Context: an optimization exercise on an open-source flow, tuned for small area, a short achievable clock period and few clock cycles per item. The choices shown serve that exercise and are no tape-out recipe. Where RTL was checked, it was by simulation tests only, not by an equivalence proof against the original. No activity file was given, so power comes from the tool's default toggle rates.

==> flow/design.v <==
module page_table_leaf_ager (
    input  logic              clk,
    input  logic              rst_n,
    input  logic              push,
    output logic              full,
    input  logic              entry_valid,
    input  logic              entry_accessed,
    input  logic [3:0]        entry_age,
    input  logic              last_entry,
    output logic              empty,
    input  logic              pop,
    output logic [3:0]        new_age,
    output logic              advanced,
    output logic [31:0]       bucket_count,
    output logic              region_done,
    output logic signed [4:0] region_old_max,
    output logic signed [4:0] region_new_max,
    output logic              region_moves,
    output logic [9:0]        aged_total
);
    logic full_reg;
    logic empty_reg;       
    logic q0_v, q1_v, x_v;
    logic qa0;             
    logic accept, fire_ok, x_fire, q_adv;
    assign accept  = push && !full_reg;
    assign fire_ok = empty_reg || pop;
    assign x_fire  = x_v && fire_ok;
    assign q_adv   = qa0 || (q0_v && pop);
    logic       q0_val, q0_acc, q0_last;
    logic [3:0] q0_age;
    logic       q1_val, q1_acc, q1_last;
    logic [3:0] q1_age;
    logic       qn_val, qn_acc, qn_last;
    logic [3:0] qn_age;
    logic       q0_load;
    logic [3:0] qn_nage;
    logic       qn_aflag, qn_move;
    logic [15:0] qn_age_is;
    logic [7:0] qn_esel, qn_osel;
    always_comb
    begin
        q0_load = q_adv || !q0_v;
        if (q0_v && q1_v)
        begin
            {qn_val, qn_acc, qn_age, qn_last} = {q1_val, q1_acc, q1_age, q1_last};
        end
        else
        begin
            {qn_val, qn_acc, qn_age, qn_last} = {entry_valid, entry_accessed, entry_age,
                                                 last_entry};
        end
        if (!qn_val)
        begin
            qn_nage = qn_age;
        end
        else if (qn_acc)
        begin
            qn_nage = 4'd0;
        end
        else if (qn_age != 4'd15)
        begin
            qn_nage = qn_age + 4'd1;
        end
        else
        begin
            qn_nage = 4'd15;
        end
        qn_aflag = qn_val && (qn_acc || (qn_age != 4'd15));
        qn_move  = qn_val && (qn_acc ? (qn_age != 4'd0) : (qn_age != 4'd15));
        for (int i = 0; i < 16; i++)
        begin
            qn_age_is[i] = (qn_age == i);
        end
        for (int j = 0; j < 8; j++)
        begin
            qn_esel[j] = qn_age_is[2*j] || ((j > 0) && qn_age_is[(2*j+15)%16]);
            qn_osel[j] = qn_age_is[2*j] || qn_age_is[2*j+1];
        end
    end
    logic [3:0] q0_nage;
    logic       q0_aflag, q0_move;
    logic [7:0] q0_esel, q0_osel;
    always_ff @(posedge clk)
    begin
        if (q0_load)
        begin
            q0_val   <= qn_val;
            q0_acc   <= qn_acc;
            q0_age   <= qn_age;
            q0_last  <= qn_last;
            q0_nage  <= qn_nage;
            q0_aflag <= qn_aflag;
            q0_move  <= qn_move;
            q0_esel  <= qn_esel;
            q0_osel  <= qn_osel;
        end
        if (accept && (q_adv ? q1_v : q0_v))
        begin
            q1_val  <= entry_valid;
            q1_acc  <= entry_accessed;
            q1_age  <= entry_age;
            q1_last <= last_entry;
        end
    end
    logic        x_acc, x_last, x_adv, x_mv;
    logic [3:0]  x_age, x_nage;
    logic [15:0] x_ra;     
    logic [15:0] x_rn;     
    logic [15:0] q_ra, q_rn;
    always_ff @(posedge clk)
    begin
        if (q_adv)
        begin
            x_acc  <= q0_acc;
            x_age  <= q0_age;
            x_nage <= q0_nage;
            x_last <= q0_last;
            x_adv  <= q0_aflag;
            x_mv   <= q0_move;
            x_ra   <= q_ra;
            x_rn   <= q_rn;
        end
    end
    logic [15:0] x_age_is, x_inc_is;
    logic [15:0] dec_tog, inc_tog;
    logic [15:0] dec_val, inc_val;
    logic [15:0] x_bucket;
    logic [15:0] wr_pre, wr;
    logic [15:0] bus_zero;
    logic [15:0] bus_grp [0:3];
    always_comb
    begin
        for (int i = 0; i < 16; i++)
        begin
            x_age_is[i] = (x_age == i);
        end
        x_inc_is[0] = x_acc;
        for (int i = 1; i < 16; i++)
        begin
            x_inc_is[i] = !x_acc && x_age_is[i-1];
        end
        for (int k = 0; k < 16; k++)
        begin
            dec_tog[k] = !(|(x_ra & ~(16'hffff << k)));
            inc_tog[k] = &(x_rn | (16'hffff << k));
        end
        dec_val  = x_ra ^ (dec_tog & {16{|x_ra}});
        inc_val  = x_rn ^ (inc_tog & {16{!(&x_rn)}});
        x_bucket = x_mv ? inc_val : x_ra;
        wr_pre   = (x_age_is | x_inc_is) & {16{x_v && x_mv}};
        wr       = wr_pre & {16{fire_ok}};
        bus_zero = x_acc ? inc_val : dec_val;
        bus_grp[0] = (|(x_inc_is & 16'h0054)) ? inc_val : dec_val;
        bus_grp[1] = (|(x_inc_is & 16'h5500)) ? inc_val : dec_val;
        bus_grp[2] = (|(x_inc_is & 16'h00aa)) ? inc_val : dec_val;
        bus_grp[3] = (|(x_inc_is & 16'haa00)) ? inc_val : dec_val;
    end
    logic [15:0] hist [0:15];
    logic [15:0] hist_ok;
    always_ff @(posedge clk)
    begin
        if (wr[0])
        begin
            hist[0] <= bus_zero;
        end
        for (int i = 1; i < 16; i++)
        begin
            if (wr[i])
            begin
                hist[i] <= bus_grp[(i % 2 == 0) ? ((i < 8) ? 0 : 1) : ((i < 8) ? 2 : 3)];
            end
        end
    end
    always_ff @(posedge clk or negedge rst_n)
    begin
        if (!rst_n)
        begin
            hist_ok <= '0;
        end
        else
        begin
            hist_ok <= hist_ok | wr;
        end
    end
    logic       xn_mv, xn_acc;
    logic [3:0] xn_age, xn_incb;
    logic       qh_acc;
    logic [3:0] qh_age, qh_incb;
    logic       f_aa, f_ai, f_na, f_ni;    
    always_comb
    begin
        xn_mv   = q_adv ? q0_move : (x_v && x_mv && !x_fire);
        xn_acc  = q_adv ? q0_acc : x_acc;
        xn_age  = q_adv ? q0_age : x_age;
        xn_incb = xn_acc ? 4'd0 : (xn_age + 4'd1);
        qh_acc  = q0_load ? qn_acc : q0_acc;
        qh_age  = q0_load ? qn_age : q0_age;
        qh_incb = qh_acc ? 4'd0 : (qh_age + 4'd1);
    end
    always_ff @(posedge clk)
    begin
        f_aa <= xn_mv && (qh_age  == xn_age);
        f_ai <= xn_mv && (qh_age  == xn_incb);
        f_na <= xn_mv && (qh_incb == xn_age);
        f_ni <= xn_mv && (qh_incb == xn_incb);
    end
    logic [15:0] rd_e, rd_o, rd_a, rd_a1, rd_n;
    always_comb
    begin
        rd_e = '0;
        rd_o = '0;
        for (int j = 0; j < 8; j++)
        begin
            rd_e = rd_e | (hist[2*j]   & {16{q0_esel[j] && hist_ok[2*j]}});
            rd_o = rd_o | (hist[2*j+1] & {16{q0_osel[j] && hist_ok[2*j+1]}});
        end
        rd_a  = q0_age[0] ? rd_o : rd_e;
        rd_a1 = q0_age[0] ? rd_e : rd_o;
        rd_n  = q0_acc ? (hist[0] & {16{hist_ok[0]}}) : rd_a1;
        q_ra  = f_aa ? dec_val : (f_ai ? inc_val : rd_a);
        q_rn  = f_na ? dec_val : (f_ni ? inc_val : rd_n);
    end
    logic       closed;
    logic       any_v;
    logic [3:0] omax, nmax;
    logic [9:0] cnt;
    logic       b_any;
    logic [9:0] b_cnt;
    logic [9:0] cnt_tog;
    always_comb
    begin
        b_any = any_v && !closed;
        b_cnt = closed ? 10'd0 : cnt;
        for (int k = 0; k < 10; k++)
        begin
            cnt_tog[k] = &(b_cnt | (10'h3ff << k));
        end
    end
    always_ff @(posedge clk or negedge rst_n)
    begin
        if (!rst_n)
        begin
            closed <= 1'b1;
        end
        else if (q_adv)
        begin
            closed <= q0_last;
        end
    end
    always_ff @(posedge clk)
    begin
        if (q_adv)
        begin
            any_v <= b_any || q0_val;
            if (q0_val && (!b_any || (q0_age > omax)))
            begin
                omax <= q0_age;
            end
            if (q0_val && (!b_any || (q0_nage > nmax)))
            begin
                nmax <= q0_nage;
            end
            cnt <= b_cnt ^ (cnt_tog & {10{q0_aflag && !b_cnt[9]}});
        end
    end
    logic [42:0] x_res;
    logic [4:0]  x_om, x_nm;
    logic [42:0] o_res;
    assign x_om  = x_last ? (any_v ? {1'b0, omax} : 5'h1f) : 5'h00;
    assign x_nm  = x_last ? (any_v ? {1'b0, nmax} : 5'h1f) : 5'h00;
    assign x_res = {x_nage, x_adv, x_bucket, x_last, x_om, x_nm,
                    x_last && any_v && (omax != nmax), cnt};
    always_ff @(posedge clk)
    begin
        if (x_fire)
        begin
            o_res <= x_res;
        end
    end
    logic q0_v_n, q1_v_n, x_v_n, o_v_n;
    always_comb
    begin
        q0_v_n = q_adv ? (q1_v || accept) : (q0_v || accept);
        q1_v_n = q_adv ? (q1_v && accept) : (q1_v || (accept && q0_v));
        x_v_n  = q_adv || (x_v && !x_fire);
        o_v_n  = x_fire || (!empty_reg && !pop);
    end
    always_ff @(posedge clk or negedge rst_n)
    begin
        if (!rst_n)
        begin
            q0_v      <= 1'b0;
            q1_v      <= 1'b0;
            x_v       <= 1'b0;
            qa0       <= 1'b0;
            full_reg  <= 1'b0;
            empty_reg <= 1'b1;
        end
        else
        begin
            q0_v      <= q0_v_n;
            q1_v      <= q1_v_n;
            x_v       <= x_v_n;
            qa0       <= q0_v_n && (!x_v_n || !o_v_n);
            full_reg  <= q1_v_n;
            empty_reg <= !o_v_n;
        end
    end
    assign full  = full_reg;
    assign empty = empty_reg;
    assign {new_age, advanced, bucket_count[15:0], region_done, region_old_max,
            region_new_max, region_moves, aged_total} = o_res;
    assign bucket_count[31:16] = 16'd0;
endmodule
Settings: LEC_CHECK=0, ABC_AREA=1, CAP_MARGIN=20, CORE_MARGIN=2, CORE_UTILIZATION=40, CTS_BUF_LIST=sky130_fd_sc_hd__clkbuf_16, CTS_CLUSTER_DIAMETER=80, CTS_CLUSTER_SIZE=24, SETUP_SLACK_MARGIN=2.7, SLEW_MARGIN=20; clock period 5.0 ns.
standard.sh (not shown) runs the stock make flow with config.mk's settings and CLKGATE_MAP_FILE= SYNTH_SCRIPT=/design/flow/synth_recipe.tcl, a recipe that flattens the netlist after the stock synthesis.
==> flow/flow/run.sh <==
#!/bin/bash
# Layout flow: the standard ORFS flow (standard.sh, standard synthesis unchanged) with two
# changes to how the layout is made:
#  - port buffers are sky130_fd_sc_hd__buf_2 cells (the default pick is a slow delay cell);
#  - timing and design repair may resize a cell into one with a different footprint.
# Each tool's full output goes to a log file in this folder; ORFS keeps its own step logs
# under orfs/logs.
set -euo pipefail
bash standard.sh MATCH_CELL_FOOTPRINT=0 "BUFFER_PORTS_ARGS=-buffer_cell sky130_fd_sc_hd__buf_2" finish > flow_make.log 2>&1
Testbench counts at the start, summed over its fixed seeds: cycles 32,800, items 32,768.
==> next run, changes <==
--- a/flow/design.v
+++ b/flow/design.v
@@ -181,31 +181,22 @@
         else
         begin
             hist_ok <= hist_ok | wr;
         end
     end
-    logic       xn_mv, xn_acc;
-    logic [3:0] xn_age, xn_incb;
-    logic       qh_acc;
-    logic [3:0] qh_age, qh_incb;
+    logic [3:0] x_incb, q_incb;
+    logic       x_wm;
     logic       f_aa, f_ai, f_na, f_ni;    
     always_comb
     begin
-        xn_mv   = q_adv ? q0_move : (x_v && x_mv && !x_fire);
-        xn_acc  = q_adv ? q0_acc : x_acc;
-        xn_age  = q_adv ? q0_age : x_age;
-        xn_incb = xn_acc ? 4'd0 : (xn_age + 4'd1);
-        qh_acc  = q0_load ? qn_acc : q0_acc;
-        qh_age  = q0_load ? qn_age : q0_age;
-        qh_incb = qh_acc ? 4'd0 : (qh_age + 4'd1);
-    end
-    always_ff @(posedge clk)
-    begin
-        f_aa <= xn_mv && (qh_age  == xn_age);
-        f_ai <= xn_mv && (qh_age  == xn_incb);
-        f_na <= xn_mv && (qh_incb == xn_age);
-        f_ni <= xn_mv && (qh_incb == xn_incb);
+        x_wm   = x_v && x_mv;
+        x_incb = x_acc  ? 4'd0 : (x_age + 4'd1);
+        q_incb = q0_acc ? 4'd0 : (q0_age + 4'd1);
+        f_aa   = x_wm && (q0_age == x_age);
+        f_ai   = x_wm && (q0_age == x_incb);
+        f_na   = x_wm && (q_incb == x_age);
+        f_ni   = x_wm && (q_incb == x_incb);
     end
     logic [15:0] rd_e, rd_o, rd_a, rd_a1, rd_n;
     always_comb
     begin
         rd_e = '0;
=>
- non-clock buffer count is higher by 54
- cell area is higher by 4.5%
- routed wire length rose by 9.0%
- die area climbs by 1.2%
- hold slack barely changes
- cell count came out higher by 4.1%
- setup slack degrades by 29 ps
- sequential power went down by 38%
- clock power came out higher by 12%
- utilization grows by 1.8 points
- clock skew decreases by 17 ps
- power came out lower by 58%
- critical path depth came out lower by 1
For the second run of this note, only the layout was checked, not whether the RTL still works.


## lane 1
// page_table_leaf_ager: RTL as listed in full above, without the edits since
clock: 5.0 ns
lec_check: 0
abc_area: 1
cap_margin: 20
core_margin: 2
core_utilization: 40
cts_buf_list: sky130_fd_sc_hd__clkbuf_16
cts_cluster_diameter: 80
cts_cluster_size: 24
setup_slack_margin: 2.9
slew_margin: 20
Scripts as last shown in full above: flow/flow/run.sh
Lane 1: done, clean on timing, DRC and antenna
Testbench counts of lane 1, summed over its fixed seeds: cycles 32,800, items 32,768.
The following lists how lane 2 was set up differently from lane 1:
-- flow/design.v --
<<< lane 1, line 128
    logic [15:0] x_bucket;
    logic [15:0] wr_pre, wr;
    logic [15:0] bus_zero;
    logic [15:0] bus_grp [0:3];
    always_comb
    begin
>>> lane 2, line 128
    logic [15:0] x_bucket;
    logic [15:0] wr_pre, wr;
    logic [15:0] bus_even, bus_odd, bus_zero;
    always_comb
    begin
<<< lane 1, line 151
        wr_pre   = (x_age_is | x_inc_is) & {16{x_v && x_mv}};
        wr       = wr_pre & {16{fire_ok}};
        bus_zero = x_acc ? inc_val : dec_val;
        bus_grp[0] = (|(x_inc_is & 16'h0054)) ? inc_val : dec_val;
        bus_grp[1] = (|(x_inc_is & 16'h5500)) ? inc_val : dec_val;
        bus_grp[2] = (|(x_inc_is & 16'h00aa)) ? inc_val : dec_val;
        bus_grp[3] = (|(x_inc_is & 16'haa00)) ? inc_val : dec_val;
    end
    logic [15:0] hist [0:15];
>>> lane 2, line 150
        wr_pre   = (x_age_is | x_inc_is) & {16{x_v && x_mv}};
        wr       = wr_pre & {16{fire_ok}};
        bus_zero = x_acc    ? inc_val : dec_val;
        bus_even = x_age[0] ? inc_val : dec_val;
        bus_odd  = x_age[0] ? dec_val : inc_val;
    end
    logic [15:0] hist [0:15];
<<< lane 1, line 169
            if (wr[i])
            begin
                hist[i] <= bus_grp[(i % 2 == 0) ? ((i < 8) ? 0 : 1) : ((i < 8) ? 2 : 3)];
            end
        end
>>> lane 2, line 166
            if (wr[i])
            begin
                hist[i] <= (i % 2 == 0) ? bus_even : bus_odd;
            end
        end
[summary]
- Timing, DRC, antenna: 0 failures across lane 2 and lane 1
- Critical path depth ended up 10 higher on lane 2 than on lane 1.
- Of lane 2 and lane 1, lane 2 shows the higher share of total power in combinational logic, with lane 1 below it.
- Looking at worst setup slack, lane 2 sits 110 ps lower than lane 1 does.
- Synthesized cell count delta for lane 2 relative to lane 1: 4.5% lower
- Lane 1 ended up with flop to output port as its critical setup path kind; lane 2 ended up with flop to flop.
- Cmp lane 2 vs lane 1: area after synthesis lower in lane 2
- Diff lane 1 -> lane 2: met2 routing resource usage after global routing lost 2.9 points; number of fillers in the final layout lost about 6%; layout inverter count without the clock tree lost 3.7%; total power after layout picked up an extra about 5.6%.
- Between lane 2 and lane 1, it is lane 2 whose vias after detailed routing is lower, by 2.0%.
- Relative to lane 1, the final cell area reported for lane 2 is higher.
- Clock input transition at the sequential cells of the worst setup and hold paths essentially unchanged between lane 2 and lane 1.
- Between lane 1 and lane 2, the part of the total power dissipated in the clock network does not differ in any meaningful way.
- Count of clock buffers in the final design for lane 2: 2 up relative to lane 1
Testbench counts of lane 2, summed over its fixed seeds: cycles 32,800, items 32,768.


RTL: one of the versions met above, not the one the previous note started from.
Size: ~1900 cells after synthesis, about 420 flip-flops, roughly 72 I/O pins, about 19000 µm² of cells after synthesis.
clock: 5.0 ns
lec_check: 0
abc_area: 1
cap_margin: 20
core_margin: 2
core_utilization: 65
cts_buf_list: sky130_fd_sc_hd__clkbuf_16
cts_cluster_diameter: 80
cts_cluster_size: 24
setup_slack_margin: 2.5
slew_margin: 20
Scripts as last shown in full above: flow/flow/run.sh
Testbench counts at the start, summed over its fixed seeds: cycles 32,800, items 32,768.
==> next run, changes <==
--- a/flow/design.v
+++ b/flow/design.v
@@ -99,65 +99,66 @@
         begin
             q1_val  <= entry_valid;
             q1_acc  <= entry_accessed;
             q1_age  <= entry_age;
             q1_last <= last_entry;
         end
     end
     logic        x_acc, x_last, x_adv, x_mv;
     logic [3:0]  x_age, x_nage;
     logic [15:0] x_ra;     
     logic [15:0] x_rn;     
     logic [15:0] q_ra, q_rn;
+    logic [15:0] x_wsel;   
+    logic [15:0] q_wsel;
+    logic [15:0] q_age_is;
+    always_comb
+    begin
+        for (int i = 0; i < 16; i++)
+        begin
+            q_age_is[i] = (q0_age == i);
+        end
+        q_wsel = (q_age_is | (16'd1 << q0_nage)) & {16{q0_move}};
+    end
     always_ff @(posedge clk)
     begin
         if (q_adv)
         begin
             x_acc  <= q0_acc;
             x_age  <= q0_age;
             x_nage <= q0_nage;
             x_last <= q0_last;
             x_adv  <= q0_aflag;
             x_mv   <= q0_move;
             x_ra   <= q_ra;
             x_rn   <= q_rn;
+            x_wsel <= q_wsel;
         end
     end
-    logic [15:0] x_age_is, x_inc_is;
     logic [15:0] dec_tog, inc_tog;
     logic [15:0] dec_val, inc_val;
     logic [15:0] x_bucket;
-    logic [15:0] wr_pre, wr;
+    logic [15:0] wr;
     logic [15:0] bus_even, bus_odd, bus_zero;
     always_comb
     begin
-        for (int i = 0; i < 16; i++)
-        begin
-            x_age_is[i] = (x_age == i);
-        end
-        x_inc_is[0] = x_acc;
-        for (int i = 1; i < 16; i++)
-        begin
-            x_inc_is[i] = !x_acc && x_age_is[i-1];
-        end
         for (int k = 0; k < 16; k++)
         begin
             dec_tog[k] = !(|(x_ra & ~(16'hffff << k)));
             inc_tog[k] = &(x_rn | (16'hffff << k));
         end
         dec_val  = x_ra ^ (dec_tog & {16{|x_ra}});
         inc_val  = x_rn ^ (inc_tog & {16{!(&x_rn)}});
         x_bucket = x_mv ? inc_val : x_ra;
-        wr_pre   = (x_age_is | x_inc_is) & {16{x_v && x_mv}};
-        wr       = wr_pre & {16{fire_ok}};
+        wr       = x_wsel & {16{x_fire}};
         bus_zero = x_acc    ? inc_val : dec_val;
         bus_even = x_age[0] ? inc_val : dec_val;
         bus_odd  = x_age[0] ? dec_val : inc_val;
     end
     logic [15:0] hist [0:15];
     logic [15:0] hist_ok;
     always_ff @(posedge clk)
     begin
         if (wr[0])
         begin
             hist[0] <= bus_zero;
         end
=> The new run ran to the end with no violations; design area rose by a few percent; utilization shrinks by 1.6 points; worst setup slack improves by 77 ps; fmax goes up by a few percent; clock-buffer cell count climbs by 1; wire length hardly moves.
Function not checked in the second run of this note: the RTL went through the layout flow alone.

## afterwards: timing with drivers on the ports
The flow's constraints put no driver on any port. The routed layouts listed below were extracted and timed again, unchanged, in two steps. Step 1 (the two cells are an assumption about what drives the block):
set clk [get_ports {clk}]
set_driving_cell -lib_cell sky130_fd_sc_hd__clkbuf_16 $clk
set_driving_cell -lib_cell sky130_fd_sc_hd__buf_2 [delete_from_list [all_inputs] $clk]
Step 2 adds t to the input delays and takes it off the output delays; t is the mean of the earliest and latest rising clock arrival at the registers after step 1. Input paths then give back, and output paths get back, about the clock's delay inside the block. Three values: no drivers, after step 1, after step 2; two values: the first two.
| run | shift t [ns] | setup WS [ns] | clock arrival spread, ns |
|---|---|---|---|
| the first run of note 1 | 0.627 | 2.749 / 2.705 / 2.234 | 0.042 / 0.042 |
| the second run of note 1 | 0.653 | 2.720 / 2.687 / 2.296 | 0.024 / 0.023 |
| lane 1 | 0.635 | 2.754 / 2.700 / 2.418 | 0.025 / 0.025 |
| lane 2 | 0.637 | 2.648 / 2.640 / 2.326 | 0.032 / 0.032 |
| the first run of note 3 | 0.595 | 2.429 / 2.429 / 2.220 | 0.032 / 0.033 |
| the second run of note 3 | 0.592 | 2.506 / 2.506 / 2.072 | 0.030 / 0.030 |
After both steps every run listed still meets setup and hold. For the first run of note 1, which loses most, drivers alone change the setup slack by -0.044 ns; drivers and shift together by -0.515 ns.
